Background: an optimization exercise with open tools, aiming at small area. Do not read the settings as production practice. Function was checked by simulation only, so behaviour that the tests miss may differ from the original. Power figures rest on the tool's default switching activity, not on a simulated workload.

==> design/flow/config.mk <==
export PLATFORM = sky130hd
export DESIGN_NAME = ds_box2x2
export DESIGN_NICKNAME = ds_box2x2
export VERILOG_FILES = /design/flow/design.v
export SDC_FILE = /design/flow/constraint.sdc
export NUM_CORES = 4
export LEC_CHECK = 0
export CAP_MARGIN = 20
export CORE_MARGIN = 2
export CORE_UTILIZATION = 40
export SLEW_MARGIN = 20
==> design/flow/constraint.sdc <==
create_clock -name core_clock -period 7.0 [get_ports {clk}]
set_input_delay 1.4000 -clock core_clock [delete_from_list [all_inputs] [get_ports {clk}]]
set_output_delay 1.4000 -clock core_clock [all_outputs]
set_load 0.01 [all_outputs]
==> design/flow/design.v <==
module ds_box2x2 #(
   parameter int DATA_WIDTH = 24,
   parameter int ADDR_WIDTH = 16,
   parameter int IMG_W      = 256,
   parameter int IMG_H      = 256
) (
   input  logic                  clk,
   input  logic                  rst_n,
   input  logic [DATA_WIDTH-1:0] pix_i,
   input  logic                  pix_valid_i,
   input  logic                  frame_clr_i,
   output logic [DATA_WIDTH-1:0] ds_pix_o,
   output logic                  ds_valid_o,
   output logic [ADDR_WIDTH-1:0] ds_addr_o,
   output logic                  frame_done_o
);
   localparam int CW       = $clog2(IMG_W);
   localparam int RW       = $clog2(IMG_H);
   localparam int LB_DEPTH = IMG_W / 2;
   localparam int LBW      = (LB_DEPTH > 1) ? $clog2(LB_DEPTH) : 1;
   localparam int NOUT     = (IMG_W / 2) * (IMG_H / 2);
   localparam logic [CW-1:0]         COL_LAST = CW'(IMG_W - 1);
   localparam logic [RW-1:0]         ROW_LAST = RW'(IMG_H - 1);
   localparam logic [ADDR_WIDTH-1:0] OUT_LAST = ADDR_WIDTH'(NOUT - 1);
   typedef enum logic [1:0] {
      PH_EVEN_EVEN = 2'b00,
      PH_EVEN_ODD  = 2'b01,
      PH_ODD_EVEN  = 2'b10,
      PH_ODD_ODD   = 2'b11
   } phase_t;
   logic [CW-1:0]         col;
   logic [RW-1:0]         row;
   logic [DATA_WIDTH-1:0] held;
   logic [ADDR_WIDTH-1:0] out_cnt;
   logic [26:0]           linebuf [LB_DEPTH];
   logic [LBW-1:0]        lb_idx;
   logic [26:0]           lb_rd;
   phase_t                phase;
   logic                  col_last;
   logic                  row_last;
   logic                  out_last;
   logic [26:0]           pair_sum;
   logic [DATA_WIDTH-1:0] avg_pix;
   logic                  accept;
   logic [8:0]            pr_r, pr_g, pr_b;
   logic [9:0]            qs_r, qs_g, qs_b;
   assign accept   = pix_valid_i && !frame_clr_i;
   assign col_last = (col == COL_LAST);
   assign row_last = (row == ROW_LAST);
   assign out_last = (out_cnt == OUT_LAST);
   assign lb_idx   = LBW'(col >> 1);
   assign lb_rd    = linebuf[lb_idx];
   always_comb begin
      phase    = phase_t'({row[0], col[0]});
      pr_r     = 9'(held[23:16]) + 9'(pix_i[23:16]);
      pr_g     = 9'(held[15:8])  + 9'(pix_i[15:8]);
      pr_b     = 9'(held[7:0])   + 9'(pix_i[7:0]);
      pair_sum = {pr_r, pr_g, pr_b};
      qs_r     = 10'(lb_rd[26:18]) + 10'(held[23:16]) + 10'(pix_i[23:16]);
      qs_g     = 10'(lb_rd[17:9])  + 10'(held[15:8])  + 10'(pix_i[15:8]);
      qs_b     = 10'(lb_rd[8:0])   + 10'(held[7:0])   + 10'(pix_i[7:0]);
      avg_pix  = {qs_r[9:2], qs_g[9:2], qs_b[9:2]};
   end
   always_ff @(posedge clk) begin
      if (rst_n && accept && (phase == PH_EVEN_ODD)) begin
         linebuf[lb_idx] <= pair_sum;
      end
   end
   always_ff @(posedge clk) begin
      if (!rst_n) begin
         col          <= '0;
         row          <= '0;
         held         <= '0;
         out_cnt      <= '0;
         ds_pix_o     <= '0;
         ds_valid_o   <= 1'b0;
         ds_addr_o    <= '0;
         frame_done_o <= 1'b0;
      end else if (frame_clr_i) begin
         col          <= '0;
         row          <= '0;
         held         <= '0;
         out_cnt      <= '0;
         ds_valid_o   <= 1'b0;
         frame_done_o <= 1'b0;
      end else begin
         ds_valid_o   <= 1'b0;
         frame_done_o <= 1'b0;
         if (pix_valid_i) begin
            if (col_last) begin
               col <= '0;
               row <= row_last ? '0 : row + 1'b1;
            end else begin
               col <= col + 1'b1;
            end
            unique case (phase)
               PH_EVEN_EVEN, PH_ODD_EVEN: begin
                  held <= pix_i;
               end
               PH_EVEN_ODD: begin
               end
               PH_ODD_ODD: begin
                  ds_pix_o     <= avg_pix;
                  ds_valid_o   <= 1'b1;
                  ds_addr_o    <= out_cnt;
                  frame_done_o <= out_last;
                  out_cnt      <= out_last ? '0 : out_cnt + 1'b1;
               end
               default: begin
               end
            endcase
         end
      end
   end
endmodule
==> design/flow/run.sh <==
#!/bin/bash
# synth_recipe.tcl (not shown) runs the flow's synth.tcl, then flattens the netlist and writes it again
# the make line also repeats each setting of config.mk as NAME=value (left out here)
make -C /OpenROAD-flow-scripts/flow DESIGN_CONFIG=/design/flow/config.mk WORK_HOME=/design/flow/orfs CLKGATE_MAP_FILE= SYNTH_SCRIPT=/design/flow/synth_recipe.tcl finish
==> results of run 1 <==
[metrics by stage]
step | area, µm² | power, µW | utilization (%)
detailed placement | 147000 | 25400 | 42.9
global placement | 147000 | 25300 | 42.9
finish | 159000 | 43700 | 46.2
global route | 159000 | 44800 | 46.2
CTS | 159000 | 43900 | 46.2
floorplan | 138000 | 24900 | -
[cell families after synthesis]
family,after synthesis
AOI/OAI and AO/OA,217
xor gates and xnor gates,55
adders and majority gates,75
buffers and inverters,334
DFF,3561
muxes,1145
and+or+nand+nor,462
[cell type report]
| type | instances | area, µm² | share of cell area [%] |
|---|---|---|---|
| inverters | 33 | 131 | 0.0828 |
| repair buffers | 418 | 3930 | 2.48 |
| well taps | 4557 | 5700 | 3.59 |
| diodes | 4 | 10.0 | 0.00631 |
| clock inverters | 200 | 1980 | 1.25 |
| multi-input cells | 1954 | 31700 | 20.0 |
| clock buffers | 428 | 9240 | 5.83 |
| flip-flops and latches | 3561 | 106000 | 66.8 |
[synthesized netlist by cell type (5+ instances only)]
| master | instances | area (µm²) |
|---|---|---|
| nand2_1 | 167 | 627 |
| buf_1 | 35 | 131 |
| xnor2_1 | 26 | 228 |
| a22o_1 | 5 | 43.8 |
| nand4_1 | 10 | 62.6 |
| a22oi_1 | 19 | 143 |
| or3_1 | 7 | 43.8 |
| ha_1 | 48 | 601 |
| buf_2 | 68 | 340 |
| and3_1 | 8 | 50.1 |
| fa_1 | 27 | 541 |
| dfxtp_1 | 105 | 2100 |
| mux4_1 | 77 | 2020 |
| a211oi_1 | 9 | 67.6 |
| edfxtp_1 | 3456 | 104000 |
| buf_6 | 43 | 484 |
| mux2_2 | 27 | 304 |
| nor2b_1 | 14 | 87.6 |
| mux2i_1 | 21 | 210 |
| nor3_1 | 16 | 80.1 |
| clkbuf_1 | 128 | 480 |
| mux4_2 | 1020 | 23000 |
| o21ai_0 | 29 | 145 |
| nand2b_1 | 15 | 93.8 |
| inv_1 | 31 | 116 |
| a21o_1 | 17 | 128 |
| o21bai_1 | 7 | 52.6 |
| buf_4 | 19 | 143 |
| nor2_1 | 180 | 676 |
| a21oi_1 | 95 | 475 |
| nand3_1 | 23 | 115 |
| and2_1 | 6 | 37.5 |
| xor2_1 | 29 | 254 |
[registers in the layout (all words and copies together), names as in the netlist, named ones only]
register      flops
out_cnt          16
frame_done_o      1
row               8
ds_pix_o         24
held             24
linebuf        3456
col               8
ds_addr_o        16
ds_valid_o        1
[power by group]
group          total, µW  switching [µW]  leakage, µW  internal [µW]
combinational       1220             966       0.0102            252
sequential         23700            9.27       0.0325          23700
clock              18700            7910      0.00550          10800
[worst register-to-register path: stages (launching register included)]
cell,delay (ns)
dfxtp_4,1.09
buf_4,0.51
buf_4,0.40
mux4_2,0.54
mux4_2,0.59
mux4_2,0.59
mux2_2,0.31
fa_1,0.44
ha_1,0.35
a21o_1,0.19
a21o_1,0.20
a21o_1,0.18
a21oi_1,0.24
nor2b_1,0.08
o21ai_0,0.23
a21oi_1,0.10
[per-layer routing]
metal | routed length (µm) | GRT usage, %
met1 | 153000 | 30.8
met5 | 0 | 0
met3 | 34800 | 3.78
met4 | 9070 | 5.06
met2 | 175000 | 33.2
[how the worst max path moves through the flow]
stage / from / end / slack, ns / depth (start not counted)
after floorplan: pix_i[9] / linebuf[0][16] / 0.13 / 8
after global placement: flop / ds_pix_o[13] / 0.84 / 15
after detailed placement: flop / ds_pix_o[15] / 0.81 / 15
after CTS: flop / ds_pix_o[15] / 0.79 / 15
after global routing: flop / ds_pix_o[15] / 0.56 / 15
final: flop / ds_pix_o[15] / 0.83 / 15
==> out/qor.txt, run 1 <==
dominant synthesized flop cell - edfxtp_1
Crit. End Element - flop
Starting Density - 40.2%
Hold/Removal Path Class - flop to flop
clk slew on worst S/H paths - 0.06 ns
fillers - 27800
commonest non-fill, non-tap cells in the layout - edfxtp_1, mux4_2, clkbuf_16
Max Clk Rate - 0.162 GHz
num rows - 215
Seq/Total Area, Yosys - 76.6%
vias - 66000
Crit path arrival time - 6.95 ns
worst reg2reg setup slack - 0.83 ns
Routed Antenna Nets - 0
final hold vios - 0
slowest CP cell - dfxtp_4
post-synthesis compound-gate area fraction - 0.975%
CTS buffer count - 347
fraction of registers with async set/reset - 0%
area grow syn2layout - 14.8%
Max Cap Violations - 0
total global routing track utilization - 21.1%
Setup TNS - 0 ns
initial antenna violation count - 22
CTS tree - built
yosys warns - 1
area of the die - 350000 µm²
placer congestion estimate - 0.861
Worst Path Buf+Inv - 2
xor/xnor share of the synthesized area - 0.349%
clock root buffer - clkbuf_16
Hold Startpoint - ds_addr_o[4]
Netlist Area Pre-Place - 138000 µm²
vias in the first global route - 65800
DIE HEIGHT - 592 µm
number of synthesized flops with an enable pin - 3456
Layout Nets - 6418
slowest stage delay, CP - 1.09 ns
detailed-router iteration count before antenna repair - 6
Non-Filler Instances - 11200
commonest non-fill, non-tap cell in the layout - edfxtp_1
Sink Count - 3561
PwrDens - 275 nW/µm²
die width - 592 µm
Required @ worst endpoint - 7.77 ns
hpwl dp - 217000 µm
maximum level of the CTS H-tree - 5
Synth Area in Simple Gates - 1.45%
post-synthesis mux area share - 18.5%
Synth cell types - 61
Hold Path Sink - ds_addr_o[4]
Adder-Cell Fraction of Synth Area - 0.826%
Clock Skew - 0.0580 ns
Routed WL per cell - 33.4 µm
fin crit period - 6.17 ns
cells on worst reg2reg path - 15
Port Buf Inserts - 69
hold_buf cts - 0
worst hold margin - 0.452 ns
# IOs - 70
Slew HR - 23.3%
worst skew pair latency - 0.90 ns
Yosys reg bits - 3561
# DRC - 0
hold path cells - 2
layout cell share with drive strength beyond 1 - 31.4%
Final setup violation count - 0
Post-Place Setup Slack - 0.814 ns
Reg-to-Reg End - ds_pix_o[15]
DR vias/cell - 5.92
fin. max-slew vios - 0
area of the core - 344000 µm²
first-pass GRT wire length - 519000 µm
WS Path Type - flop to flop
unrepaired setup endpoints after global routing - no
largest net degree at the start of global routing - 97
largest family of logic cells by synthesized area - multiplexers
WL final - 372000 µm
status - no timing/DRC/antenna violations
cells along the critical path - buf_4 > buf_4 > mux4_2 > mux4_2 > mux4_2 > mux2_2 > fa_1 > ha_1 > a21o_1 > a21o_1 > a21o_1 > a21oi_1 > nor2b_1 > o21ai_0 > a21oi_1
Final WS setup - 0.829 ns
Worst Path Max Fanout - 36
Critical Path Start Type - flop
Inst Count DP - 10500
VDD IR max - 0.000224 V
Clock Path Buffers - 4
top cell family by delay on the critical path - multiplexers
cells after synthesis - 5849
part of the cycle the worst path needs - 88.2%
worst-margin pin slew - 1.15 ns
post_cts resized - 0
# Post-CTS Setup Buffers - 0
Mean Syn Cell Area - 23.6 µm²
Static Leakage - 0.0482 µW
initial DRC count - 9246
Overflow after GRT - 0
==> inputs of run 2 (changes only) <==
==> design/flow/design.v (replaced) <==
module ds_box2x2 #(
   parameter int DATA_WIDTH = 24,
   parameter int ADDR_WIDTH = 16,
   parameter int IMG_W      = 256,
   parameter int IMG_H      = 256
) (
   input  logic                  clk,
   input  logic                  rst_n,
   input  logic [DATA_WIDTH-1:0] pix_i,
   input  logic                  pix_valid_i,
   input  logic                  frame_clr_i,
   output logic [DATA_WIDTH-1:0] ds_pix_o,
   output logic                  ds_valid_o,
   output logic [ADDR_WIDTH-1:0] ds_addr_o,
   output logic                  frame_done_o
);
   localparam int CW       = $clog2(IMG_W);
   localparam int RW       = $clog2(IMG_H);
   localparam int LB_DEPTH = IMG_W / 2;
   logic [CW-1:0]         pcol;       
   logic [RW-1:0]         prow;       
   logic [DATA_WIDTH-1:0] held;
   logic [26:0]           linebuf [LB_DEPTH];
   logic                  accept;
   logic                  col_odd;    
   logic                  row_odd;
   logic [26:0]           lb_rd;
   logic [8:0]            pr_r, pr_g, pr_b;
   logic [9:0]            qs_r, qs_g, qs_b;
   logic [DATA_WIDTH-1:0] avg_pix;
   assign accept  = pix_valid_i && !frame_clr_i;
   assign col_odd = !pcol[0];
   assign row_odd = (&pcol) ? !prow[0] : prow[0];
   assign lb_rd   = linebuf[LB_DEPTH-1];
   always_comb begin
      pr_r    = 9'(held[23:16]) + 9'(pix_i[23:16]);
      pr_g    = 9'(held[15:8])  + 9'(pix_i[15:8]);
      pr_b    = 9'(held[7:0])   + 9'(pix_i[7:0]);
      qs_r    = 10'(lb_rd[26:18]) + 10'(pr_r);
      qs_g    = 10'(lb_rd[17:9])  + 10'(pr_g);
      qs_b    = 10'(lb_rd[8:0])   + 10'(pr_b);
      avg_pix = {qs_r[9:2], qs_g[9:2], qs_b[9:2]};
   end
   always_ff @(posedge clk) begin
      if (rst_n && accept && col_odd) begin
         linebuf[0] <= {pr_r, pr_g, pr_b};
         for (int i = 1; i < LB_DEPTH; i++) linebuf[i] <= linebuf[i-1];
      end
   end
   always_ff @(posedge clk) begin
      if (rst_n && accept) begin
         held <= (row_odd && col_odd) ? avg_pix : pix_i;
      end
   end
   always_ff @(posedge clk) begin
      if (!rst_n || frame_clr_i) begin
         pcol       <= '1;
         prow       <= '1;
         ds_valid_o <= 1'b0;
      end else begin
         ds_valid_o <= pix_valid_i && row_odd && col_odd;
         if (pix_valid_i) begin
            pcol <= pcol + 1'b1;
            if (&pcol) prow <= prow + 1'b1;
         end
      end
   end
   assign ds_pix_o     = held;
   assign ds_addr_o    = ADDR_WIDTH'({prow[RW-1:1], pcol[CW-1:1]});
   assign frame_done_o = ds_valid_o && (&prow) && (&pcol);
endmodule
==> out/qor.txt, run 2 <==
dominant synthesized flop cell - edfxtp_1
Worst R2R Start - held[16]
Hold Path Sink - linebuf[73][16]
Hold Startpoint - linebuf[72][16]
fillers - 21500 (-23%)
most frequent CP cell - a21oi_1
met1 Usage GRT - 15.2% (-16 points)
Clock Path Buffers - 4 (unchanged)
Layout Nets - 4381 (-32%)
fin. max-slew vios - 0 (unchanged)
largest net degree at the start of global routing - 195 (+100%)
most common cell in the netlist - edfxtp_1
Non-Filler Instances - 8128 (-27%)
Mean Syn Cell Area - 27.9 µm² (+18%)
die width - 522 µm (-12%)
CTS tree - built
Crit. End Element - flop
# IOs - 70 (unchanged)
first-pass GRT wire length - 208000 µm (-60%)
cells after synthesis - 3855 (-34%)
Routed Antenna Nets - 0 (unchanged)
PwrDens - 334 nW/µm² (+21%)
VDD IR max - 0.000186 V (-17%)
Static Leakage - 0.0388 µW (-20%)
Hold/Removal Path Class - flop to flop
Port Buf Inserts - 67 (-2.9%)
Synth cell types - 44 (-28%)
# Post-CTS Setup Buffers - 0 (unchanged)
Routed WL per cell - 16.6 µm (-50%)
Required @ worst endpoint - 7.58 ns (-0.19 ns)
Reg-to-Reg End - held[23]
worst reg2reg setup slack - 3.55 ns (+2.72 ns)
GR Util met2 - 12.7% (-21 points)
fin crit period - 4.19 ns (-1.98 ns)
hold path cells - 0 (-2)
met3 GRT Util - 2.23% (-1.6 points)
DR vias/cell - 4.44 (-25%)
worst skew pair latency - 0.85 ns (-0.05 ns)
maximum level of the CTS H-tree - 5 (unchanged)
detailed-router iteration count before antenna repair - 5 (-1)
Overflow after GRT - 0 (unchanged)
area grow syn2layout - 15.6%
Setup TNS - 0 ns (unchanged)
area of the die - 273000 µm² (-22%)
total global routing track utilization - 9.63% (-12 points)
Critical Path Start Type - input port
vias - 36100 (-45%)
synth top area cells - edfxtp_1, ha_1, dfxtp_1, xnor2_1, nand2_1
clk slew on worst S/H paths - 0.06 ns (about the same)
commonest non-fill, non-tap cell in the layout - edfxtp_1
hpwl dp - 63600 µm (-71%)
post-layout util - 46.4% (+0.24 points)
Crit path arrival time - 4.78 ns (-2.17 ns)
vias in the first global route - 35400 (-46%)
layout cell share with drive strength beyond 1 - 12.3% (-19 points)
Inst Count DP - 7501 (-29%)
Top reg by flops - linebuf
slowest CP cell - clkdlybuf4s50_1
Slew HR - 32.9% (+9.6 points)
Starting Density - 40.2% (-0.077 points)
worst hold margin - 0.362 ns (-0.0898 ns)
initial DRC count - 3787 (-59%)
Top Usage Layer GRT - met1
Sink Count - 3497 (-1.8%)
post_cts resized - 0 (unchanged)
Seq/Total Area, Yosys - 97.5% (+21 points)
WL final - 135000 µm (-64%)
unrepaired setup endpoints after global routing - no
worst-margin pin slew - 1.01 ns (-0.144 ns)
Yosys reg bits - 3497 (-1.8%)
max FFs per register - 3456 (unchanged)
number of synthesized flops with an enable pin - 3480 (+0.69%)
Final setup violation count - 0 (unchanged)
cells along the critical path - clkdlybuf4s50_1 > ha_1 > fa_1 > a21o_1 > a21oi_1 > xnor2_1 > ha_1 > a21o_1 > a21oi_1 > nand2_1 > a21oi_1 > o21ai_1 > mux2_4
largest area contributor in the netlist - edfxtp_1
Placed Area - 113000 µm² (-23%)
Clock Skew - 0.0652 ns (+0.00722 ns)
CTS buffer count - 346 (-0.29%)
num rows - 190 (-12%)
cells on worst reg2reg path - 12 (-3)
commonest non-fill, non-tap cells in the layout - edfxtp_1, clkbuf_16, clkinv_1
Yosys top cell area share - 97.2% (+22 points)
final hold vios - 0 (unchanged)
WS Path Type - input port to flop
Netlist Area Pre-Place - 107000 µm² (-22%)
slowest stage delay, CP - 0.50 ns (-0.59 ns)
clock root buffer - clkbuf_16
part of the cycle the worst path needs - 59.9% (-28 points)
leading registers by flop count - linebuf: 3456 flops, held: 24 flops
DIE HEIGHT - 522 µm (-12%)
Post-synth top cells - edfxtp_1, nand2_1, ha_1
area of the core - 268000 µm² (-22%)
status - no timing/DRC/antenna violations
fraction of registers with async set/reset - 0% (unchanged)
yosys warns - 2 (+1)
Max Cap Violations - 0 (unchanged)
# DRC - 0 (unchanged)
Max Clk Rate - 0.238 GHz (+47%)
placer congestion estimate - 0.745 (-14%)
Worst Path Max Fanout - 4 (-89%)
hold_buf cts - 0 (unchanged)
fin area - 124000 µm² (-22%)
initial antenna violation count - 11 (-50%)
run 2: worst max path at each step:
stage	from	end	slack, ns	cells after the start
2_1_floorplan	rst_n	linebuf[0][0]	-46.21	4
3_3_place_gp	pix_i[16]	held[23]	2.04	13
3_5_place_dp	pix_i[16]	held[23]	1.94	13
4_1_cts	pcol[0]	frame_done_o	2.76	6
5_1_grt	pcol[0]	frame_done_o	2.63	6
6_report	pix_i[16]	held[23]	2.81	13
run 2: cell families (layout without fill, tap and decap cells):
| logic type | after synthesis | after routing | share of synthesized area [%] |
|---|---|---|---|
| muxes | 5 | 5 | 0.0605 |
| other | 1 | 9 | 0.00349 |
| DFF | 3497 | 3497 | 97.5 |
| buffers and inverters | 37 | 750 | 0.221 |
| xor gates and xnor gates | 46 | 46 | 0.375 |
| and+or+nand+nor | 116 | 116 | 0.501 |
| adders and majority gates | 56 | 56 | 0.673 |
| AOI/OAI and AO/OA | 97 | 97 | 0.619 |
run 2: metal layers:
| metal | routed length [µm] | up-vias |
|---|---|---|
| li1 | - | 16500 |
| met1 | 68500 | 18700 |
| met2 | 56800 | 629 |
| met3 | 6060 | 278 |
| met4 | 3840 | 2 |
| met5 | 15 | - |
run 2: area by class of cell:
class                      count  area, µm²  share of cell area, %
antenna                        7       17.5                 0.0141
clock buffer                 421       9090                   7.31
clock inverter               199       2080                   1.68
inverter                      13       48.8                 0.0393
multi-input combinational    322       2420                   1.95
sequential                  3497     105000                   84.4
tap                         3552       4440                   3.58
timing repair buffer         117       1320                   1.06
run 2: critical path: cells and delay by family:
kind | cells | cell delay, ns
AOI/OAI and AO/OA | 6 | 1.22
xor gates and xnor gates | 1 | 0.20
buffers and inverters | 1 | 0.50
muxes | 1 | 0.27
adders and majority gates | 3 | 1.05
and+or+nand+nor | 1 | 0.12
run 2: through the flow:
step,power (µW),worst slack (ns)
2_1_floorplan,24000,-46.21
3_3_place_gp,23800,2.04
3_5_place_dp,23800,1.94
4_1_cts,42100,2.76
5_1_grt,43000,2.63
6_report,41400,2.81
run 2: report_power, final:
part           switching (µW)  leakage [µW]  internal (µW)
registers                48.6        0.0315          22900
logic                     270       0.00181            155
clock network            7340       0.00545          10700
==> inputs of run 3 (changes only) <==
==> design/flow/design.v (replaced) <==
module ds_box2x2 #(
   parameter int DATA_WIDTH = 24,
   parameter int ADDR_WIDTH = 16,
   parameter int IMG_W      = 256,
   parameter int IMG_H      = 256
) (
   input  logic                  clk,
   input  logic                  rst_n,
   input  logic [DATA_WIDTH-1:0] pix_i,
   input  logic                  pix_valid_i,
   input  logic                  frame_clr_i,
   output logic [DATA_WIDTH-1:0] ds_pix_o,
   output logic                  ds_valid_o,
   output logic [ADDR_WIDTH-1:0] ds_addr_o,
   output logic                  frame_done_o
);
   localparam int CW       = $clog2(IMG_W);
   localparam int RW       = $clog2(IMG_H);
   localparam int LB_DEPTH = IMG_W / 2 - 1;    
   logic [CW-1:0]         pcol;       
   logic [RW-1:0]         prow;       
   logic [9:0]            acc_r, acc_g, acc_b;
   logic [26:0]           linebuf [LB_DEPTH];
   logic                  accept;
   logic                  col_odd;    
   logic                  row_odd;
   logic [26:0]           lb_rd;
   logic [9:0]            base_r, base_g, base_b;
   assign accept  = pix_valid_i && !frame_clr_i;
   assign col_odd = !pcol[0];
   assign row_odd = (&pcol) ? !prow[0] : prow[0];
   assign lb_rd   = linebuf[LB_DEPTH-1];
   always_comb begin
      if (col_odd) begin
         base_r = acc_r;
         base_g = acc_g;
         base_b = acc_b;
      end else if (row_odd) begin
         base_r = 10'(lb_rd[26:18]);
         base_g = 10'(lb_rd[17:9]);
         base_b = 10'(lb_rd[8:0]);
      end else begin
         base_r = '0;
         base_g = '0;
         base_b = '0;
      end
   end
   always_ff @(posedge clk) begin
      if (rst_n && accept) begin
         acc_r <= base_r + 10'(pix_i[23:16]);
         acc_g <= base_g + 10'(pix_i[15:8]);
         acc_b <= base_b + 10'(pix_i[7:0]);
      end
   end
   always_ff @(posedge clk) begin
      if (rst_n && accept && !col_odd) begin
         linebuf[0] <= {acc_r[8:0], acc_g[8:0], acc_b[8:0]};
         for (int i = 1; i < LB_DEPTH; i++) linebuf[i] <= linebuf[i-1];
      end
   end
   always_ff @(posedge clk) begin
      if (!rst_n || frame_clr_i) begin
         pcol       <= '1;
         prow       <= '1;
         ds_valid_o <= 1'b0;
      end else begin
         ds_valid_o <= pix_valid_i && row_odd && col_odd;
         if (pix_valid_i) begin
            pcol <= pcol + 1'b1;
            if (&pcol) prow <= prow + 1'b1;
         end
      end
   end
   assign ds_pix_o     = {acc_r[9:2], acc_g[9:2], acc_b[9:2]};
   assign ds_addr_o    = ADDR_WIDTH'({prow[RW-1:1], pcol[CW-1:1]});
   assign frame_done_o = ds_valid_o && (&prow) && (&pcol);
endmodule
--- a/design/flow/config.mk
+++ b/design/flow/config.mk
@@ -7,5 +7,8 @@
 export LEC_CHECK = 0
 export CAP_MARGIN = 20
 export CORE_MARGIN = 2
-export CORE_UTILIZATION = 40
+export CORE_UTILIZATION = 65
+export CTS_BUF_LIST = sky130_fd_sc_hd__clkbuf_2 sky130_fd_sc_hd__clkbuf_4 sky130_fd_sc_hd__clkbuf_8
+export CTS_CLUSTER_DIAMETER = 40
+export CTS_CLUSTER_SIZE = 20
 export SLEW_MARGIN = 20
==> out/qor.txt, run 3 <==
Netlist Area Pre-Place - 106000 µm² (-1.1%)
vias in the first global route - 34800 (-1.8%)
CP Launch Point - pcol[0]
Placed Area - 110000 µm² (-2.4%)
Static Leakage - 0.0373 µW (-3.7%)
area of the core - 163000 µm² (-39%)
status - no timing/DRC/antenna violations
area grow syn2layout - 11.1%
hold_buf cts - 0 (unchanged)
CTS buffer count - 345 (-0.29%)
cells along the critical path - ha_1 > nand3_1 > nor4_1 > clkdlybuf4s50_1
PwrDens - 319 nW/µm² (-4.3%)
Routed Antenna Nets - 0 (unchanged)
Hold/Removal Path Class - flop to flop
met1 Usage GRT - 26.6% (+11 points)
post_cts resized - 0 (unchanged)
Mean Syn Cell Area - 28.3 µm² (+1.4%)
# Post-CTS Setup Buffers - 0 (unchanged)
area of the die - 167000 µm² (-39%)
Top Usage Layer GRT - met1
Switching Fraction - 21.1% (+2.6 points)
maximum level of the CTS H-tree - 5 (unchanged)
worst-margin pin slew - 1.15 ns (+0.144 ns)
layout cell share with drive strength beyond 1 - 15.3% (+3.0 points)
initial DRC count - 3828 (+1.1%)
Top reg by flops - linebuf
CTS tree - built
total global routing track utilization - 15.7% (+6.0 points)
Seq/Total Area, Yosys - 98.0% (+0.48 points)
Setup TNS - 0 ns (unchanged)
part of the power in registers - 62.4% (+7.0 points)
Max Clk Rate - 0.233 GHz (-2.3%)
Worst R2R Start - pcol[0]
Final setup violation count - 0 (unchanged)
DIE HEIGHT - 408 µm (-22%)
num rows - 148 (-22%)
fin area - 118000 µm² (-4.9%)
Yosys top cell area share - 97.7% (+0.48 points)
fin crit period - 4.29 ns (+0.100 ns)
Port Buf Inserts - 67 (unchanged)
clock share of power - 35.9% (-7.7 points)
unrepaired setup endpoints after global routing - no
detailed-router iteration count before antenna repair - 7 (+2)
Sink Count - 3476 (-0.60%)
dominant synthesized flop cell - edfxtp_1
met3 GRT Util - 3.54% (+1.3 points)
synth top area cells - edfxtp_1, dfxtp_1, ha_1, buf_4, a22o_1
worst reg2reg setup slack - 2.89 ns (-0.66 ns)
Worst Path Max Fanout - 9 (+5)
Comb power frac - 1.8% (+0.8 points)
vias - 35600 (-1.5%)
# IOs - 70 (unchanged)
largest area contributor in the netlist - edfxtp_1
part of the cycle the worst path needs - 61.3% (+1.4 points)
Post-synth top cells - edfxtp_1, buf_4, ha_1, nand2_1, a22o_1
max FFs per register - 3429 (-0.78%)
commonest non-fill, non-tap cell in the layout - edfxtp_1
Overflow after GRT - 0 (unchanged)
Yosys reg bits - 3476 (-0.60%)
Starting Density - 65.4% (+25 points)
worst skew pair latency - 1.02 ns (+0.17 ns)
fin. max-slew vios - 0 (unchanged)
number of synthesized flops with an enable pin - 3459 (-0.60%)
GR Util met2 - 20.0% (+7.3 points)
yosys warns - 2 (unchanged)
first-pass GRT wire length - 201000 µm (-3.2%)
Critical Path End - frame_done_o
Layout Nets - 4272 (-2.5%)
cells on worst reg2reg path - 14 (+2)
placer congestion estimate - 0.776 (+4.2%)
post-layout util - 72.7% (+26 points)
Routed WL per cell - 19.6 µm (+18%)
Max Cap Violations - 0 (unchanged)
VDD IR max - 0.000316 V (+70%)
cells after synthesis - 3762 (-2.4%)
Slew HR - 23.2% (-9.7 points)
Reg-to-Reg End - acc_g[8]
final hold vios - 0 (unchanged)
WL final - 130000 µm (-3.6%)
slowest CP cell - clkdlybuf4s50_1
hpwl dp - 62000 µm (-2.6%)
initial antenna violation count - 13 (+2)
Clock Skew - 0.0361 ns (-0.0291 ns)
slowest stage delay, CP - 0.58 ns (+0.08 ns)
clock root buffer - clkbuf_8
reported net switching power - 7950 µW (+3.8%)
die width - 408 µm (-22%)
Critical Path Start Type - flop
commonest non-fill, non-tap cells in the layout - edfxtp_1, clkbuf_8, clkdlybuf4s50_1
Clock Path Buffers - 4 (unchanged)
Crit path arrival time - 2.89 ns (-1.89 ns)
Required @ worst endpoint - 5.60 ns (-1.98 ns)
fraction of registers with async set/reset - 0% (unchanged)
WS Path Type - flop to output port
P_int - 29800 µW (-12%)
Crit. End Element - output port
most common cell in the netlist - edfxtp_1
# DRC - 0 (unchanged)
Synth cell types - 44 (unchanged)
DR vias/cell - 5.34 (+20%)
clk slew on worst S/H paths - 0.10 ns (+0.04 ns)
largest net degree at the start of global routing - 146 (-25%)
[run 3: cell types whose count changed in the layout (fill, tap and decap cells not counted), moves of 24 or more]
cell / change
clkbuf_8: +352
inv_8: +41
clkinv_2: -34
clkinv_1: -54
clkbuf_16: -353
clkbuf_1: -68
a22o_1: +24
ha_1: -26
nand2_1: -30
buf_4: +30
inv_6: +46
[run 3: final cells by class]
class	instances	area, µm²
flip-flops and latches	3476	104000
fillers	8946	44400
clock buffers	367	4960
clock inverters	241	2800
well taps	2175	2720
multi-input cells	228	1730
repair buffers	154	1690
inverters	9	33.8
diodes	5	12.5
[run 3: per-stage QoR]
step	worst slack, ns	power [µW]	cells	hold WS, ns
floorplan	-46.13	25600	3763	0.400
global placement	1.53	24600	6040	0.400
detailed placement	2.28	24700	6042	0.405
CTS	2.55	38300	6650	0.390
global route	2.42	39200	6651	0.401
finish	2.71	37700	6655	0.396
[run 3: worst min path at each step]
stage | cells past startpoint | startpoint | endpoint
after floorplan | 0 | linebuf[99][0] | linebuf[100][0]
after global placement | 0 | linebuf[80][2] | linebuf[81][2]
after detailed placement | 0 | linebuf[101][12] | linebuf[102][12]
after CTS | 0 | linebuf[30][8] | linebuf[31][8]
after global routing | 0 | linebuf[67][13] | linebuf[68][13]
final | 0 | linebuf[67][13] | linebuf[68][13]
[run 3: power by group through the flow]
| stage | registers, µW | logic (µW) | clock network (µW) |
|---|---|---|---|
| after global placement | 24000 | 627 | 0 |
| after detailed placement | 24000 | 677 | 0 |
| after floorplan | 25100 | 453 | 0 |
| after CTS | 23500 | 673 | 14100 |
| final | 23500 | 665 | 13500 |
| after global routing | 23600 | 737 | 14900 |
[run 3: cell families (layout without fill, tap and decap cells)]
| group | Yosys count | in the layout | synth area share (%) |
|---|---|---|---|
| AND/OR/NAND/NOR | 81 | 81 | 0.388 |
| adder cells (fa/ha/maj) | 30 | 30 | 0.374 |
| other | 1 | 7 | 0.00353 |
| XOR/XNOR | 30 | 30 | 0.247 |
| buffers and inverters | 59 | 771 | 0.365 |
| multiplexers | 2 | 2 | 0.0188 |
| flip-flops | 3476 | 3476 | 98.0 |
| AO/OA/AOI/OAI | 83 | 83 | 0.571 |
[run 3: critical path, delay by kind of cell, from the launching register on]
family,cells,cell delay (ns)
buf+inv,1,0.58
flops,1,0.54
simple gates,2,0.49
fa+ha+maj,1,0.27
[run 3: metal layers]
metal  wire (µm)  vias up  share of wire, %
li1            -    16200                 -
met1       65300    18200                50
met2       53700      789                41
met3        7400      342               5.7
met4        3870        2               3.0
met5          13        -             0.010
==> inputs of run 4 (changes only) <==
==> design/flow/flow/run.sh (new file) <==
#!/bin/bash
# Standard ORFS layout with three changes: small port buffers, clock tree
# synthesis without dummy loads and with clkbuf_8 leaf clusters.
set -euo pipefail
CTS="-sink_clustering_enable -repair_clock_nets -dont_use_dummy_load"
CTS="$CTS -buf_list sky130_fd_sc_hd__clkbuf_8 -sink_clustering_size 24 -sink_clustering_max_diameter 50"
bash standard.sh \
  "BUFFER_PORTS_ARGS=-buffer_cell sky130_fd_sc_hd__buf_1" \
  "CTS_ARGS=$CTS" \
  finish > standard_flow.log 2>&1
==> design/flow/standard.sh (new file) <==
#!/bin/bash
# synth_recipe.tcl (not shown) runs the flow's synth.tcl, then flattens the netlist and writes it again
# the make line also repeats each setting of config.mk as NAME=value (left out here)
make -C /OpenROAD-flow-scripts/flow DESIGN_CONFIG=/design/flow/config.mk WORK_HOME=/design/flow/orfs CLKGATE_MAP_FILE= SYNTH_SCRIPT=/design/flow/synth_recipe.tcl "${@:-finish}"
==> design/flow/config.mk (replaced) <==
export PLATFORM = sky130hd
export DESIGN_NAME = ds_box2x2
export DESIGN_NICKNAME = ds_box2x2
export VERILOG_FILES = /design/flow/design.v
export SDC_FILE = /design/flow/constraint.sdc
export NUM_CORES = 4
export LEC_CHECK = 0
export CAP_MARGIN = 0
export CORE_MARGIN = 2
export CORE_UTILIZATION = 80
export SLEW_MARGIN = 0
removed: design/flow/run.sh
==> out/qor.txt, run 4 <==
status - did not finish
stopping stage - 3_5_place_dp
First Error - [ERROR DPL-0033] detailed placement checks failed during check placement.
Synth Area in Simple Gates - 0.388% (unchanged)
fraction of registers with async set/reset - 0% (unchanged)
largest area contributor in the netlist - edfxtp_1
post-synthesis compound-gate area fraction - 0.571% (unchanged)
Yosys reg bits - 3476 (unchanged)
synth top area cells - edfxtp_1, dfxtp_1, ha_1, buf_4, a22o_1
DIE HEIGHT - 369 µm (-9.8%)
xor/xnor share of the synthesized area - 0.247% (unchanged)
Starting Density - 80.8% (+15 points)
number of synthesized flops with an enable pin - 3459 (unchanged)
largest family of logic cells by synthesized area - compound AO/OA/AOI/OAI gates
post-synthesis mux area share - 0.0188% (unchanged)
Synth cell types - 44 (unchanged)
most common cell in the netlist - edfxtp_1
cells after synthesis - 3762 (unchanged)
placer congestion estimate - 0.839 (+8.1%)
Seq/Total Area, Yosys - 98.0% (unchanged)
num rows - 133 (-10%)
dominant synthesized flop cell - edfxtp_1
Netlist Area Pre-Place - 106000 µm² (unchanged)
Yosys top cell area share - 97.7% (unchanged)
Post-synth top cells - edfxtp_1, buf_4, ha_1, nand2_1, a22o_1
hpwl dp - 90600 µm (+46%)
yosys warns - 2 (unchanged)
Adder-Cell Fraction of Synth Area - 0.374% (unchanged)
die width - 369 µm (-9.8%)
Port Buf Inserts - 67 (unchanged)
# IOs - 70 (unchanged)
Mean Syn Cell Area - 28.3 µm² (unchanged)
-- run 4: cell counts after synthesis --
No cell type changed its count.
-- run 4: worst min path at each step --
stage	endpoint	slack [ns]	depth (start not counted)
3_3_place_gp	linebuf[126][14]	0.40	0
2_1_floorplan	linebuf[100][0]	0.40	0
-- run 4: power groups by stage --
stage,clock (µW),sequential (µW),combinational [µW]
3_3_place_gp,0,24000,562
2_1_floorplan,0,25100,453
-- run 4: cells by family after synthesis --
family | Yosys count
AOI/OAI and AO/OA | 83
xor gates and xnor gates | 30
adders and majority gates | 30
buffers and inverters | 59
DFF | 3476
muxes | 2
other | 1
and+or+nand+nor | 81
-- run 4: stage by stage --
| stage | std cells | area, µm² |
|---|---|---|
| after global placement | 5604 | 109000 |
| after floorplan | 3763 | 106000 |
==> inputs of run 5 (changes only) <==
==> design/flow/flow/run.sh (replaced) <==
#!/bin/bash
# Standard ORFS layout with three changes: small port buffers, clock tree
# synthesis without dummy loads and with clkbuf_8 leaf clusters.
set -euo pipefail
CTS="-sink_clustering_enable -repair_clock_nets -dont_use_dummy_load"
CTS="$CTS -buf_list sky130_fd_sc_hd__clkbuf_8 -sink_clustering_size 24 -sink_clustering_max_diameter 40"
bash standard.sh \
  "BUFFER_PORTS_ARGS=-buffer_cell sky130_fd_sc_hd__buf_1" \
  "CTS_ARGS=$CTS" \
  finish > standard_flow.log 2>&1
==> design/flow/config.mk (replaced) <==
export PLATFORM = sky130hd
export DESIGN_NAME = ds_box2x2
export DESIGN_NICKNAME = ds_box2x2
export VERILOG_FILES = /design/flow/design.v
export SDC_FILE = /design/flow/constraint.sdc
export NUM_CORES = 4
export LEC_CHECK = 0
export CAP_MARGIN = 20
export CORE_MARGIN = 2
export CORE_UTILIZATION = 70
export SLEW_MARGIN = 20
==> out/qor.txt, run 5 <==
fin. max-slew vios - 0
synth top area cells - edfxtp_1, dfxtp_1, ha_1, buf_4, a22o_1
commonest non-fill, non-tap cells in the layout - edfxtp_1, clkbuf_8, buf_1
Switching Fraction - 18.5%
post-synthesis mux area share - 0.0188% (unchanged)
clock root buffer - clkbuf_8
initial DRC count - 3113
largest net degree at the start of global routing - 201
Placed Area - 109000 µm²
detailed-router iteration count before antenna repair - 7
total global routing track utilization - 15.9%
Max Clk Rate - 0.231 GHz
reported net switching power - 6280 µW
Crit. End Element - flop
worst skew pair latency - 0.96 ns
fraction of registers with async set/reset - 0% (unchanged)
Clock Skew - 0.0596 ns
# IOs - 70 (unchanged)
Required @ worst endpoint - 7.68 ns
Hold/Removal Path Class - flop to flop
yosys warns - 2 (unchanged)
initial antenna violation count - 10
area of the core - 151000 µm²
Sink Count - 3476
clk slew on worst S/H paths - 0.09 ns
Overflow after GRT - 0
Mean Syn Cell Area - 28.3 µm² (unchanged)
Crit path arrival time - 5.00 ns
post-synthesis compound-gate area fraction - 0.571% (unchanged)
area grow syn2layout - 7.17%
fin area - 114000 µm²
vias - 34500
layout cell share with drive strength beyond 1 - 9.30%
clock share of power - 28.9%
Routed Antenna Nets - 0
max FFs per register - 3429
first-pass GRT wire length - 191000 µm
Routed WL per cell - 19.8 µm
WS Path Type - flop to flop
DR vias/cell - 5.58
largest family of logic cells by synthesized area - compound AO/OA/AOI/OAI gates
Max Cap Violations - 0
Port Buf Inserts - 67 (unchanged)
P_int - 27700 µW
commonest non-fill, non-tap cell in the layout - edfxtp_1
area of the die - 155000 µm²
dominant synthesized flop cell - edfxtp_1
part of the cycle the worst path needs - 61.8%
WL final - 123000 µm
PwrDens - 298 nW/µm²
maximum level of the CTS H-tree - 5
final hold vios - 0
largest area contributor in the netlist - edfxtp_1
Starting Density - 70.2% (-11 points)
die width - 394 µm (+6.8%)
DIE HEIGHT - 394 µm (+6.8%)
Comb power frac - 1.8%
VDD IR max - 0.000243 V
Yosys top cell area share - 97.7% (unchanged)
Worst Path Max Fanout - 28
Seq/Total Area, Yosys - 98.0% (unchanged)
Post-synth top cells - edfxtp_1, buf_4, ha_1, nand2_1, a22o_1
Setup TNS - 0 ns
CTS buffer count - 329
Final setup violation count - 0
Non-Filler Instances - 6193
Synth Area in Simple Gates - 0.388% (unchanged)
part of the power in registers - 69.3%
Yosys reg bits - 3476 (unchanged)
num rows - 143 (+7.5%)
most common cell in the netlist - edfxtp_1
Adder-Cell Fraction of Synth Area - 0.374% (unchanged)
Top reg by flops - linebuf
worst reg2reg setup slack - 2.68 ns
fin crit period - 4.32 ns
Layout Nets - 4221
cells after synthesis - 3762 (unchanged)
Synth cell types - 44 (unchanged)
placer congestion estimate - 0.823 (-1.9%)
post_cts resized - 0
Clock Path Buffers - 4
Critical Path Start Type - flop
hpwl dp - 58100 µm (-36%)
number of synthesized flops with an enable pin - 3459 (unchanged)
Slew HR - 27.0%
CTS tree - built
worst-margin pin slew - 1.09 ns
hold_buf cts - 0
Netlist Area Pre-Place - 106000 µm² (unchanged)
status - no timing/DRC/antenna violations
Static Leakage - 0.0354 µW
vias in the first global route - 33800
# DRC - 0
# Post-CTS Setup Buffers - 0
unrepaired setup endpoints after global routing - no
xor/xnor share of the synthesized area - 0.247% (unchanged)
Inst Count DP - 5862
[run 5: worst paths after layout]
path	from	endpoint	cells after the start
setup / recovery	pcol[0]	acc_b[7]	11
hold / removal	linebuf[47][16]	linebuf[48][16]	0
setup reg to reg	pcol[0]	acc_b[7]	11
hold reg to reg	linebuf[47][16]	linebuf[48][16]	0
[run 5: per-stage QoR]
stage / worst slack, ns / hold WS (ns) / power [µW] / util [%]
after global routing: 2.49 / 0.365 / 35300 / 75.3
after detailed placement: 2.05 / 0.405 / 24600 / 72.3
after CTS: 2.75 / 0.363 / 34500 / 75.3
final: 2.68 / 0.367 / 34000 / 75.3
after floorplan: -46.13 / 0.400 / 25600 / -
after global placement: 2.28 / 0.400 / 24600 / 72.3
[run 5: cell type report]
class                      instances  area (µm²)
antenna                            2        5.00
clock buffer                     329        4530
fill                            7790       37400
inverter                           9        33.8
multi-input combinational        228        1720
sequential                      3476      104000
tap                             2030        2540
timing repair buffer             119         892
[run 5: power groups by stage]
stage	clock, µW	combinational (µW)	sequential (µW)
6_report	9830	603	23500
5_1_grt	11000	667	23600
4_1_cts	10300	605	23600
3_5_place_dp	0	613	24000
3_3_place_gp	0	563	24000
2_1_floorplan	0	453	25100
[run 5: cells by family after synthesis]
family | Yosys count
mux | 2
flops | 3476
buf+inv | 59
compound gates | 83
simple gates | 81
fa+ha+maj | 30
xor+xnor | 30
other cells | 1
[run 5: critical path: stages, from the launching register on]
cell      delay [ns]
dfxtp_1         0.50
ha_1            0.28
nand3_1         0.22
or3_1           0.45
a21oi_4         0.88
a22o_1          0.33
ha_1            0.27
a211oi_1        0.31
nor2_1          0.14
o21a_1          0.21
o41a_1          0.33
xor2_1          0.16
[run 5: routing by layer]
layer	part of all wire (%)	global-route usage (%)	wire length, µm	vias up
met5	0	0	0	-
met4	2.7	5.82	3330	0
met3	6.0	3.69	7310	305
met2	41	20.4	50800	788
met1	50	27.3	61400	17700
li1	-	-	-	15700
==> inputs of run 6 (changes only) <==
==> design/flow/flow/run.sh (replaced) <==
#!/bin/bash
# Standard ORFS layout with three changes: small port buffers, clock tree
# synthesis without dummy loads and with clkbuf_8 leaf clusters.
set -euo pipefail
CTS="-sink_clustering_enable -repair_clock_nets -dont_use_dummy_load"
CTS="$CTS -buf_list sky130_fd_sc_hd__clkbuf_16 -sink_clustering_size 36 -sink_clustering_max_diameter 50"
bash standard.sh \
  "BUFFER_PORTS_ARGS=-buffer_cell sky130_fd_sc_hd__buf_1" \
  "CTS_ARGS=$CTS" \
  finish > standard_flow.log 2>&1
==> out/qor.txt, run 6 <==
Synth cell types - 44 (unchanged)
Hold Path Sink - linebuf[118][15]
largest area contributor in the netlist - edfxtp_1
hold path cells - 0 (unchanged)
final hold vios - 0 (unchanged)
Starting Density - 70.2% (unchanged)
Worst Path Buf+Inv - 0 (unchanged)
fin. max-slew vios - 0 (unchanged)
Clock Path Buffers - 3 (-1)
cells along the critical path - ha_1 > nand3_1 > or3_1 > a21oi_4 > a22o_1 > ha_1 > a211oi_1 > nor2_1 > o21a_1 > o41a_1 > xor2_1
fin crit period - 4.29 ns (-0.0367 ns)
number of synthesized flops with an enable pin - 3459 (unchanged)
hpwl dp - 58100 µm (unchanged)
Max Clk Rate - 0.233 GHz (+0.86%)
fraction of registers with async set/reset - 0% (unchanged)
PwrDens - 301 nW/µm² (+0.96%)
most frequent CP cell - ha_1
Layout Nets - 4078 (-3.4%)
# Post-CTS Setup Buffers - 0 (unchanged)
status - no timing/DRC/antenna violations
slowest stage delay, CP - 0.87 ns (about the same)
commonest non-fill, non-tap cells in the layout - edfxtp_1, clkbuf_16, buf_1
DR vias/cell - 5.62 (+0.74%)
num rows - 143 (unchanged)
vias - 34000 (-1.6%)
Clock Skew - 0.0758 ns (+0.0162 ns)
synth top area cells - edfxtp_1, dfxtp_1, ha_1, buf_4, a22o_1
total power - 34300 µW (+1.1%)
DIE HEIGHT - 394 µm (unchanged)
Sink Count - 3476 (unchanged)
Setup TNS - 0 ns (unchanged)
part of the cycle the worst path needs - 61.2% (-0.52 points)
max FFs per register - 3429 (unchanged)
WS Path Type - flop to flop
post_cts resized - 0 (unchanged)
yosys warns - 2 (unchanged)
slowest CP cell - a21oi_4
CTS buffer count - 186 (-43%)
Slew HR - 27.3% (+0.30 points)
placer congestion estimate - 0.823 (unchanged)
Reg-to-Reg End - acc_r[7]
area grow syn2layout - 7.29%
die width - 394 µm (unchanged)
Static Leakage - 0.0353 µW (-0.21%)
Crit. End Element - flop
# IOs - 70 (unchanged)
clk slew on worst S/H paths - 0.10 ns (about the same)
worst-margin pin slew - 1.09 ns (-0.00202 ns)
Placed Area - 109000 µm² (unchanged)
Critical Path Start Type - flop
initial DRC count - 3250 (+4.4%)
Netlist Area Pre-Place - 106000 µm² (unchanged)
Overflow after GRT - 0 (unchanged)
Max Cap Violations - 0 (unchanged)
Routed WL per cell - 19.9 µm (+0.36%)
VDD IR max - 0.000273 V (+13%)
area of the die - 155000 µm² (unchanged)
layout cell share with drive strength beyond 1 - 6.07% (-3.2 points)
first-pass GRT wire length - 186000 µm (-2.5%)
Yosys reg bits - 3476 (unchanged)
# DRC - 0 (unchanged)
Port Buf Inserts - 67 (unchanged)
cells after synthesis - 3762 (unchanged)
initial antenna violation count - 9 (-1)
maximum level of the CTS H-tree - 4 (-1)
largest net degree at the start of global routing - 201 (unchanged)
clock root buffer - clkbuf_16
Required @ worst endpoint - 7.52 ns (-0.16 ns)
fin area - 114000 µm² (+0.11%)
top cell family by delay on the critical path - compound AO/OA/AOI/OAI gates
Worst R2R Start - pcol[0]
dominant synthesized flop cell - edfxtp_1
worst hold margin - 0.354 ns (-0.0132 ns)
Top reg by flops - linebuf
hold_buf cts - 0 (unchanged)
vias in the first global route - 32400 (-4.1%)
area of the core - 151000 µm² (unchanged)
worst reg2reg setup slack - 2.71 ns (+0.04 ns)
Routed Antenna Nets - 0 (unchanged)
total global routing track utilization - 15.5% (-0.36 points)
detailed-router iteration count before antenna repair - 5 (-2)
Mean Syn Cell Area - 28.3 µm² (unchanged)
Seq/Total Area, Yosys - 98.0% (unchanged)
Hold Startpoint - linebuf[117][15]
Crit path arrival time - 4.81 ns (-0.19 ns)
Yosys top cell area share - 97.7% (unchanged)
commonest non-fill, non-tap cell in the layout - edfxtp_1
cells on worst reg2reg path - 11 (unchanged)
WL final - 120000 µm (-2.0%)
most common cell in the netlist - edfxtp_1
Final setup violation count - 0 (unchanged)
CTS tree - built
Post-synth top cells - edfxtp_1, buf_4, ha_1, nand2_1, a22o_1
Worst Path Max Fanout - 28 (unchanged)
unrepaired setup endpoints after global routing - no
Hold/Removal Path Class - flop to flop
worst skew pair latency - 0.83 ns (-0.13 ns)
-- run 6: cells by family after synthesis --
group	after synthesis	share of synthesized area (%)
simple gates	81	0.388
flops	3476	98.0
compound gates	83	0.571
mux	2	0.0188
other cells	1	0.00353
fa+ha+maj	30	0.374
buf+inv	59	0.365
xor+xnor	30	0.247
-- run 6: per-stage QoR --
step / std cells / setup slack [ns] / utilization [%]
2_1_floorplan: 3763 / -46.13 / -
3_3_place_gp: 5862 / 2.28 / 72.3
3_5_place_dp: 5862 / 2.05 / 72.3
4_1_cts: 6048 / 2.73 / 75.3
5_1_grt: 6048 / 2.47 / 75.3
6_report: 6049 / 2.71 / 75.3
-- run 6: worst register-to-register path, stage by stage (launching register included) --
cell	delay, ns
dfxtp_1	0.50
ha_1	0.28
nand3_1	0.22
or3_1	0.45
a21oi_4	0.87
a22o_1	0.34
ha_1	0.27
a211oi_1	0.27
nor2_1	0.13
o21a_1	0.22
o41a_1	0.34
xor2_1	0.16
-- run 6: final cells by class --
type                            count  area [µm²]
Timing Repair Buffer              119         892
Sequential cell                  3476      104000
Antenna cell                        1        2.50
Tap cell                         2030        2540
Inverter                            9        33.8
Clock buffer                      186        4650
Multi-Input combinational cell    228        1720
Fill cell                        7877       37300
-- run 6: per-layer routing --
metal	GRT usage, %	vias up	wire length [µm]
li1	-	15500	-
met1	26.8	17600	60500
met2	20.5	646	50400
met3	3.45	213	6740
met4	4.48	2	2710
met5	0	-	13
-- run 6: worst max path at each step --
stage | startpoint | cells after the start | slack [ns] | to
4_1_cts | pcol[0] | 11 | 2.73 | acc_r[7]
2_1_floorplan | rst_n | 4 | -46.13 | linebuf[0][0]
3_3_place_gp | rst_n | 6 | 2.28 | linebuf[18][5]
6_report | pcol[0] | 11 | 2.71 | acc_r[7]
3_5_place_dp | rst_n | 6 | 2.05 | linebuf[29][18]
5_1_grt | pcol[0] | 11 | 2.47 | acc_r[7]
-- run 6: power by group --
part           internal (µW)  leakage (µW)  switching (µW)  total, µW
logic                    150       0.00122             453        603
clock network           4710       0.00229            5500      10200
registers              23300        0.0318             187      23500
total                  28200        0.0353            6140      34300
==> inputs of run 7 (changes only) <==
==> design/flow/flow/run.sh (replaced) <==
#!/bin/bash
# Standard ORFS layout with three changes: small port buffers, clock tree
# synthesis without dummy loads and with clkbuf_8 leaf clusters.
set -euo pipefail
CTS="-sink_clustering_enable -repair_clock_nets -dont_use_dummy_load"
CTS="$CTS -buf_list sky130_fd_sc_hd__clkbuf_8 -sink_clustering_size 20 -sink_clustering_max_diameter 50"
bash standard.sh \
  "BUFFER_PORTS_ARGS=-buffer_cell sky130_fd_sc_hd__buf_1" \
  "CTS_ARGS=$CTS" \
  finish > standard_flow.log 2>&1
==> out/qor.txt, run 7 <==
Required @ worst endpoint - 7.63 ns (+0.11 ns)
fin. max-slew vios - 0 (unchanged)
hold path cells - 0 (unchanged)
num rows - 143 (unchanged)
post_cts resized - 0 (unchanged)
detailed-router iteration count before antenna repair - 7 (+2)
Yosys reg bits - 3476 (unchanged)
Clock Skew - 0.0873 ns (+0.0115 ns)
Yosys top cell area share - 97.7% (unchanged)
Critical Path Start Type - flop
cells after synthesis - 3762 (unchanged)
clock root buffer - clkbuf_8
CTS tree - built
Non-Filler Instances - 6073 (+0.40%)
yosys warns - 2 (unchanged)
clk slew on worst S/H paths - 0.11 ns (about the same)
Top reg by flops - linebuf
worst skew pair latency - 0.92 ns (+0.09 ns)
final hold vios - 0 (unchanged)
total global routing track utilization - 15.6% (+0.025 points)
commonest non-fill, non-tap cell in the layout - edfxtp_1
Crit. End Element - flop
CTS buffer count - 210 (+13%)
Final setup violation count - 0 (unchanged)
largest net degree at the start of global routing - 201 (unchanged)
fraction of registers with async set/reset - 0% (unchanged)
hpwl dp - 58100 µm (unchanged)
area of the core - 151000 µm² (unchanged)
Slew HR - 26.6% (-0.71 points)
Sink Count - 3476 (unchanged)
fin crit period - 4.30 ns (+0.0141 ns)
Overflow after GRT - 0 (unchanged)
Layout Nets - 4102 (+0.59%)
area grow syn2layout - 5.63%
PwrDens - 286 nW/µm² (-5.1%)
Setup TNS - 0 ns (unchanged)
DR vias/cell - 5.59 (-0.49%)
total power - 32100 µW (-6.6%)
post-layout util - 74.2% (-1.2 points)
Worst Path Max Fanout - 28 (unchanged)
Max Clk Rate - 0.233 GHz (-0.33%)
vias - 33900 (-0.10%)
hold_buf cts - 0 (unchanged)
worst-margin pin slew - 1.10 ns (+0.00820 ns)
Top Usage Layer GRT - met1
unrepaired setup endpoints after global routing - no
WS Path Type - flop to flop
synth top area cells - edfxtp_1, dfxtp_1, ha_1, buf_4, a22o_1
Netlist Area Pre-Place - 106000 µm² (unchanged)
Starting Density - 70.2% (unchanged)
Seq/Total Area, Yosys - 98.0% (unchanged)
WL final - 120000 µm (about the same)
Mean Syn Cell Area - 28.3 µm² (unchanged)
placer congestion estimate - 0.823 (unchanged)
part of the cycle the worst path needs - 61.4% (+0.20 points)
maximum level of the CTS H-tree - 4 (unchanged)
Post-synth top cells - edfxtp_1, buf_4, ha_1, nand2_1, a22o_1
area of the die - 155000 µm² (unchanged)
Hold/Removal Path Class - flop to flop
dominant synthesized flop cell - edfxtp_1
first-pass GRT wire length - 187000 µm (+0.32%)
met1 Usage GRT - 27.0% (+0.24 points)
number of synthesized flops with an enable pin - 3459 (unchanged)
# DRC - 0 (unchanged)
DIE HEIGHT - 394 µm (unchanged)
max FFs per register - 3429 (unchanged)
# IOs - 70 (unchanged)
# Post-CTS Setup Buffers - 0 (unchanged)
vias in the first global route - 32700 (+0.69%)
die width - 394 µm (unchanged)
initial DRC count - 3324 (+2.3%)
initial antenna violation count - 10 (+1)
met3 GRT Util - 3.51% (+0.054 points)
Inst Count DP - 5862 (unchanged)
VDD IR max - 0.000249 V (-9.1%)
most common cell in the netlist - edfxtp_1
commonest non-fill, non-tap cells in the layout - edfxtp_1, clkbuf_8, buf_1
Static Leakage - 0.0346 µW (-2.2%)
cells on worst reg2reg path - 11 (unchanged)
largest area contributor in the netlist - edfxtp_1
layout cell share with drive strength beyond 1 - 6.63% (+0.56 points)
Routed Antenna Nets - 0 (unchanged)
Routed WL per cell - 19.8 µm (-0.48%)
GR Util met2 - 20.4% (-0.15 points)
Synth cell types - 44 (unchanged)
Max Cap Violations - 0 (unchanged)
Crit path arrival time - 4.93 ns (+0.12 ns)
status - no timing/DRC/antenna violations
Port Buf Inserts - 67 (unchanged)
Clock Path Buffers - 3 (unchanged)
## run 7: logic make-up (layout without fill, tap and decap cells)
group / count (synthesis) / count (layout) / synth area share [%]
other: 1 / 3 / 0.00353
adder cells (fa/ha/maj): 30 / 30 / 0.374
XOR/XNOR: 30 / 30 / 0.247
buffers and inverters: 59 / 338 / 0.365
AND/OR/NAND/NOR: 81 / 81 / 0.388
AO/OA/AOI/OAI: 83 / 83 / 0.571
multiplexers: 2 / 2 / 0.0188
flip-flops: 3476 / 3476 / 98.0
## run 7: final cells by class
class | count | area (µm²)
flip-flops and latches | 3476 | 104000
diodes | 1 | 2.50
fillers | 7992 | 39100
well taps | 2030 | 2540
inverters | 9 | 33.8
multi-input cells | 228 | 1720
clock buffers | 210 | 2890
repair buffers | 119 | 892
## run 7: critical path, cell delays in order, from the launching register on
cell,delay [ns]
dfxtp_1,0.52
ha_1,0.28
nand3_1,0.21
or3_1,0.44
a21oi_4,0.88
a22o_1,0.32
ha_1,0.27
a211oi_1,0.27
nor2_1,0.13
o21a_1,0.22
o41a_1,0.34
xor2_1,0.16
## run 7: path summary, 6_finish.rpt
path / endpoint / from / slack [ns]
setup / recovery: acc_r[7] / pcol[0] / 2.70
hold / removal: linebuf[113][15] / linebuf[112][15] / 0.34
setup reg to reg: acc_r[7] / pcol[0] / 2.70
hold reg to reg: linebuf[113][15] / linebuf[112][15] / 0.34
## run 7: through the flow
stage               cell area (µm²)  hold slack [ns]  worst slack [ns]
detailed placement           109000            0.405              2.05
floorplan                    106000            0.400            -46.13
global placement             109000            0.400              2.28
CTS                          112000            0.325              2.75
finish                       112000            0.339              2.70
global route                 112000            0.330              2.47
## run 7: per-layer routing
layer	routed length [µm]	part of all wire [%]
met5	0	0
met4	2740	2.3
met3	7280	6.1
met2	50000	42
met1	60300	50
## run 7: power by group
part           switching, µW  internal (µW)
Clock                   5250           2690
Combinational            452            150
Sequential               187          23300
==> inputs of run 8 (changes only) <==
--- a/design/flow/config.mk
+++ b/design/flow/config.mk
@@ -5,7 +5,7 @@
 export SDC_FILE = /design/flow/constraint.sdc
 export NUM_CORES = 4
 export LEC_CHECK = 0
-export CAP_MARGIN = 20
+export CAP_MARGIN = 0
 export CORE_MARGIN = 2
 export CORE_UTILIZATION = 70
-export SLEW_MARGIN = 20
+export SLEW_MARGIN = 0
==> out/qor.txt, run 8 <==
Yosys reg bits - 3476 (unchanged)
Setup TNS - 0 ns (unchanged)
Netlist Area Pre-Place - 106000 µm² (unchanged)
most common cell in the netlist - edfxtp_1
Post-synth top cells - edfxtp_1, buf_4, ha_1, nand2_1, a22o_1
Crit. End Element - flop
Hold Path Sink - linebuf[113][15]
Top Usage Layer GRT - met1
commonest non-fill, non-tap cells in the layout - edfxtp_1, clkbuf_8, buf_1
total power - 32100 µW (about the same)
cells along the critical path - ha_1 > nand3_1 > or3_1 > a21oi_4 > a22o_1 > ha_1 > a211oi_1 > nor2_1 > o21a_1 > o41a_1 > xor2_1
Routed WL per cell - 19.8 µm (about the same)
initial DRC count - 3321 (-0.090%)
clock root buffer - clkbuf_8
Routed Antenna Nets - 0 (unchanged)
commonest non-fill, non-tap cell in the layout - edfxtp_1
# DRC - 0 (unchanged)
Static Leakage - 0.0346 µW (about the same)
final hold vios - 0 (unchanged)
WL final - 120000 µm (about the same)
PwrDens - 286 nW/µm² (about the same)
post-synthesis mux area share - 0.0188% (unchanged)
slowest CP cell - a21oi_4
largest area contributor in the netlist - edfxtp_1
worst reg2reg setup slack - 2.70 ns (about the same)
slowest stage delay, CP - 0.87 ns (about the same)
post-synthesis compound-gate area fraction - 0.571% (unchanged)
worst hold margin - 0.340 ns (+0.00131 ns)
synth top area cells - edfxtp_1, dfxtp_1, ha_1, buf_4, a22o_1
fraction of registers with async set/reset - 0% (unchanged)
WS Path Type - flop to flop
met3 GRT Util - 3.51% (unchanged)
maximum level of the CTS H-tree - 4 (unchanged)
die width - 394 µm (unchanged)
Top reg by flops - linebuf
Max Clk Rate - 0.233 GHz (about the same)
Max Cap Violations - 0 (unchanged)
cells after synthesis - 3762 (unchanged)
Yosys top cell area share - 97.7% (unchanged)
detailed-router iteration count before antenna repair - 5 (-2)
Starting Density - 70.2% (unchanged)
Required @ worst endpoint - 7.63 ns (about the same)
initial antenna violation count - 10 (unchanged)
worst-margin pin slew - 1.12 ns (+0.0239 ns)
Post-Place Setup Slack - 2.05 ns (unchanged)
CTS tree - built
Worst R2R Start - pcol[0]
DR vias/cell - 5.58 (-0.12%)
Crit path arrival time - 4.93 ns (about the same)
placer congestion estimate - 0.823 (unchanged)
Layout Nets - 4102 (unchanged)
Clock Path Buffers - 3 (unchanged)
first-pass GRT wire length - 187000 µm (unchanged)
num rows - 143 (unchanged)
hold_buf cts - 0 (unchanged)
vias - 33900 (-0.12%)
xor/xnor share of the synthesized area - 0.247% (unchanged)
area of the die - 155000 µm² (unchanged)
yosys warns - 2 (unchanged)
post-layout util - 74.2% (about the same)
part of the cycle the worst path needs - 61.4% (about the same)
Worst Path Max Fanout - 28 (unchanged)
Hold/Removal Path Class - flop to flop
hold path cells - 0 (unchanged)
# Post-CTS Setup Buffers - 0 (unchanged)
top cell family by delay on the critical path - compound AO/OA/AOI/OAI gates
Synth cell types - 44 (unchanged)
number of synthesized flops with an enable pin - 3459 (unchanged)
vias in the first global route - 32700 (unchanged)
unrepaired setup endpoints after global routing - no
CTS buffer count - 210 (unchanged)
Synth Area in Simple Gates - 0.388% (unchanged)
Slew HR - 25.0% (-1.6 points)
Reg-to-Reg End - acc_b[7]
fillers - 7991 (-0.013%)
most frequent CP cell - ha_1
Seq/Total Area, Yosys - 98.0% (unchanged)
Sink Count - 3476 (unchanged)
Overflow after GRT - 0 (unchanged)
GR Util met2 - 20.4% (unchanged)
DIE HEIGHT - 394 µm (unchanged)
dominant synthesized flop cell - edfxtp_1
largest net degree at the start of global routing - 201 (unchanged)
Final WS setup - 2.70 ns (+0.000920 ns)
cells on worst reg2reg path - 11 (unchanged)
Hold Startpoint - linebuf[112][15]
hpwl dp - 58100 µm (unchanged)
Clock Skew - 0.0856 ns (-0.00170 ns)
fin. max-slew vios - 0 (unchanged)
fin crit period - 4.30 ns (-0.000920 ns)
max FFs per register - 3429 (unchanged)
clk slew on worst S/H paths - 0.11 ns (about the same)
Final setup violation count - 0 (unchanged)
largest family of logic cells by synthesized area - compound AO/OA/AOI/OAI gates
# IOs - 70 (unchanged)
layout cell share with drive strength beyond 1 - 6.61% (-0.025 points)
Worst Path Buf+Inv - 0 (unchanged)
area of the core - 151000 µm² (unchanged)
met1 Usage GRT - 27.0% (unchanged)
post_cts resized - 0 (unchanged)
worst skew pair latency - 0.92 ns (about the same)
VDD IR max - 0.000249 V (about the same)
Adder-Cell Fraction of Synth Area - 0.374% (unchanged)
total global routing track utilization - 15.6% (unchanged)
area grow syn2layout - 5.63% (about the same)
Mean Syn Cell Area - 28.3 µm² (unchanged)
status - no timing/DRC/antenna violations
Port Buf Inserts - 67 (unchanged)
Critical Path Start Type - flop
[run 8: area by class of cell]
class | instances | area [µm²] | share of cell area, %
clock buffers | 210 | 2890 | 2.57
inverters | 9 | 33.8 | 0.0301
repair buffers | 119 | 892 | 0.794
well taps | 2030 | 2540 | 2.26
diodes | 1 | 2.50 | 0.00223
multi-input cells | 228 | 1720 | 1.53
flip-flops and latches | 3476 | 104000 | 92.8
[run 8: worst max-delay path by stage]
stage | from | endpoint | cells after the start | slack [ns]
2_1_floorplan | rst_n | linebuf[0][0] | 4 | -46.13
3_3_place_gp | rst_n | linebuf[18][5] | 6 | 2.28
3_5_place_dp | rst_n | linebuf[29][18] | 6 | 2.05
4_1_cts | pcol[0] | acc_r[7] | 11 | 2.75
5_1_grt | pcol[0] | acc_r[7] | 11 | 2.47
6_report | pcol[0] | acc_b[7] | 11 | 2.70
[run 8: power by group]
part	internal, µW	total, µW	switching [µW]	leakage (µW)
combinational	150	602	451	0.00122
sequential	23300	23500	187	0.0318
clock	2690	7940	5250	0.00151
[run 8: routing by layer]
metal | part of all wire, % | routed length [µm]
met5 | 0 | 0
met4 | 2.3 | 2710
met3 | 6.4 | 7660
met2 | 42 | 50000
met1 | 50 | 59900
[run 8: logic make-up after synthesis]
kind of cell,Yosys count
DFF,3476
AOI/OAI and AO/OA,83
and+or+nand+nor,81
buffers and inverters,59
adders and majority gates,30
xor gates and xnor gates,30
muxes,2
other,1
[run 8: worst reg2reg max path, stage by stage (launching register included)]
cell and delay, ns:
dfxtp_1 0.52, ha_1 0.28, nand3_1 0.21, or3_1 0.44, a21oi_4 0.87, a22o_1 0.33, ha_1 0.27, a211oi_1 0.31
nor2_1 0.14, o21a_1 0.20, o41a_1 0.33, xor2_1 0.16
[run 8: per-stage QoR]
stage	area, µm²	instances
final	112000	6073
after global routing	112000	6073
after CTS	112000	6072
after detailed placement	109000	5862
after global placement	109000	5862
after floorplan	106000	3763

## re-timing with driven ports
The flow's constraints put no driver on any port. The routed layouts listed below were extracted and timed again, unchanged, in two steps. Step 1 (the two cells are an assumption about what drives the block):
set clk [get_ports {clk}]
set_driving_cell -lib_cell sky130_fd_sc_hd__clkbuf_16 $clk
set_driving_cell -lib_cell sky130_fd_sc_hd__buf_2 [delete_from_list [all_inputs] $clk]
Step 2 adds t to the input delays and takes it off the output delays; t is the mean of the earliest and latest rising clock arrival at the registers after step 1. Input paths then give back, and output paths get back, about the clock's delay inside the block. a / b / c = no drivers / after step 1 / after step 2; a / b = the first two.
run | shift t [ns] | setup slack, ns | worst setup path at the end | worst slew at a driven data input, ns | pins driven straight from the clock port
run 1 | 0.974 | 0.829 / 0.829 / 0.829 | register to register | 0.11 | 1
run 2 | 0.909 | 2.806 / 2.760 / 1.969 | input to register | 0.35 | 1
run 3 | 1.077 | 2.706 / 2.629 / 2.638 | input to register | 0.20 | 1
run 5 | 1.007 | 2.677 / 2.677 / 2.408 | input to register | 0.04 | 1
run 6 | 0.863 | 2.714 / 2.714 / 2.397 | input to register | 0.04 | 1
run 7 | 0.944 | 2.699 / 2.699 / 2.414 | input to register | 0.04 | 1
run 8 | 0.944 | 2.700 / 2.700 / 2.069 | input to register | 0.04 | 1
After both steps setup and hold are still met in every run listed. For run 2, which loses most, drivers alone change the setup slack by -0.046 ns; drivers and shift together by -0.837 ns.
